From an optimization exercise on the open Yosys and OpenROAD flow, aimed at small area, a short achievable clock period and few clock cycles per item; shortcuts taken in it are not production practice. In this exercise RTL edits were held to simulation tests only and were not proved equivalent to the original.

Design modular_exponentiation_top, start of the top module:
module modular_exponentiation_top #(
  parameter int unsigned EXP_WIDTH = 64
) (
  input  wire          clk_i,
  input  wire          rst_ni,
  input  wire          s_axis_tvalid,
  output logic         s_axis_tready,
  input  wire  [127:0] s_axis_tdata,    
  output logic         m_axis_tvalid,
  input  wire          m_axis_tready,
  output logic [31:0]  m_axis_tdata,    
  input  wire          cfg_valid_i,
  output logic         cfg_ready_o,
  input  wire  [30:0]  cfg_data_i       
);
  localparam int unsigned EW = (EXP_WIDTH < modexp_pkg::FieldW) ? EXP_WIDTH : modexp_pkg::FieldW;
  logic [3:0]         st_q, st_d;
  modexp_pkg::mod_t   mod_q;
  logic [4:0]         sh_q;           
  logic [34:0]        s_q, c_q;       
  logic [31:0]        r_q, b_q;       
  logic [2:0]         dig_q;          
  logic [4:0]         k_q;            
  logic               mulb_q;         
  logic signed [6:0]  eidx_q;         
  logic               ebit_q;         
  logic               found_q;        
  logic               ezero_q;        
  logic signed [1:0]  qf_q;           
  logic               sub_q;          
  logic               ovld_q;
  logic               acc_q;
  logic               first_q;        
  logic [2:0]         mbin_q;         
  logic [63:0]        base;
  logic [63:0]        expo;
  assign base = {1'b0, s_axis_tdata[62:0]};
  assign expo = 64'(s_axis_tdata[modexp_pkg::FieldW +: EW]);
  assign cfg_ready_o   = 1'b1;
  assign s_axis_tready = acc_q;
  ...
For scale: about 200 I/O pins.
Settings: LEC_CHECK=0, ABC_AREA=1, CAP_MARGIN=20, CORE_MARGIN=2, CORE_UTILIZATION=40, SLEW_MARGIN=20; clock period 10.0 ns.
standard.sh (not shown) runs the stock make flow with config.mk's settings and CLKGATE_MAP_FILE= SYNTH_SCRIPT=/design/flow/synth_recipe.tcl, a recipe that flattens the netlist after the stock synthesis.
==> flow/flow/run.sh <==
#!/bin/bash
# Standard ORFS layout (the standard.sh, standard synthesis) with a larger
# setup margin for timing repair; make's output goes to make_finish.log.
set -euo pipefail
bash standard.sh SETUP_SLACK_MARGIN=6 finish > make_finish.log 2>&1
The starting point completed with no timing, DRC or antenna violations.
Testbench counts at the start, summed over its fixed seeds: cycles 179,520, items 192.
Edit:
- ABC_AREA: 1 -> default
- TNS_END_PERCENT: default -> 30
After rerunning:
- routed wire length is lower by 4.5%
- area after synthesis is higher by 1.7%
- maximum frequency decreases by 2.5%
- hold slack gets better by 52 ps
- final cell count is lower by 12%
- clock-buffer cell count rises by 9
Edit:
==> flow/run.sh (new file) <==
#!/bin/bash
# synth_recipe.tcl (not shown) runs the flow's synth.tcl, then flattens the netlist and writes it again
# the make line also repeats each setting of config.mk as NAME=value (left out here)
make -C /OpenROAD-flow-scripts/flow DESIGN_CONFIG=/design/flow/config.mk WORK_HOME=/design/flow/orfs CLKGATE_MAP_FILE= SYNTH_SCRIPT=/design/flow/synth_recipe.tcl finish
- SETUP_SLACK_MARGIN: default -> 5
- TNS_END_PERCENT: 30 -> default
removed: flow/flow/run.sh
removed: flow/standard.sh
=> Hold slack barely changes; critical path depth shrinks by 2; maximum frequency shrinks by roughly a tenth; non-clock buffer count shrinks by 36; setup slack got worse by 490 ps; wire length shrinks by a few percent; via count shrinks by a few percent; clock-buffer cell count shrinks by 3.
Edit:
==> flow/flow/run.sh (new file) <==
#!/bin/bash
# Standard ORFS layout (the standard.sh, standard synthesis) with a larger
# setup margin for timing repair; make's output goes to make_finish.log.
set -euo pipefail
bash standard.sh SETUP_SLACK_MARGIN=5.5 finish > make_finish.log 2>&1
==> flow/standard.sh (new file) <==
#!/bin/bash
# synth_recipe.tcl (not shown) runs the flow's synth.tcl, then flattens the netlist and writes it again
# the make line also repeats each setting of config.mk as NAME=value (left out here)
make -C /OpenROAD-flow-scripts/flow DESIGN_CONFIG=/design/flow/config.mk WORK_HOME=/design/flow/orfs CLKGATE_MAP_FILE= SYNTH_SCRIPT=/design/flow/synth_recipe.tcl "${@:-finish}"
- SETUP_SLACK_MARGIN: 5 -> default
removed: flow/run.sh
Final area climbs by 2.0%.
Via count climbs by 0.89%.
Worst hold slack hardly moves.
Die area is unchanged.
First-iteration DRC count drops by 1.6%.
Final cell count climbs by 0.75%.
Synthesized area does not change.
Synthesized cell count stays the same.

[port drivers added, routing unchanged]
The flow's constraints put no driver on any port. The routed layouts listed below were extracted and timed again, unchanged, in two steps. Step 1 (the two cells are an assumption about what drives the block):
set clk [get_ports {clk_i}]
set_driving_cell -lib_cell sky130_fd_sc_hd__clkbuf_16 $clk
set_driving_cell -lib_cell sky130_fd_sc_hd__buf_2 [delete_from_list [all_inputs] $clk]
Step 2 adds t to the input delays and takes it off the output delays; t is the mean of the earliest and latest rising clock arrival at the registers after step 1. Input paths then give back, and output paths get back, about the clock's delay inside the block. Slacks: no drivers / after step 1 / after step 2; pairs: no drivers / after step 1.
run | t, ns | slack for setup (ns) | cell pins on the clock port's net
the first run | 0.609 | 5.860 / 5.860 / 5.467 | 1
the second run | 0.600 | 5.755 / 5.755 / 5.561 | 1
the third run | 0.593 | 5.265 / 5.265 / 5.265 | 1
the fourth run | 0.594 | 5.622 / 5.622 / 5.559 | 1
After both steps setup and hold are still met in every run listed. The setup slack of the first run, which loses most, moves by 0.000 ns with the drivers and by -0.393 ns with both steps.
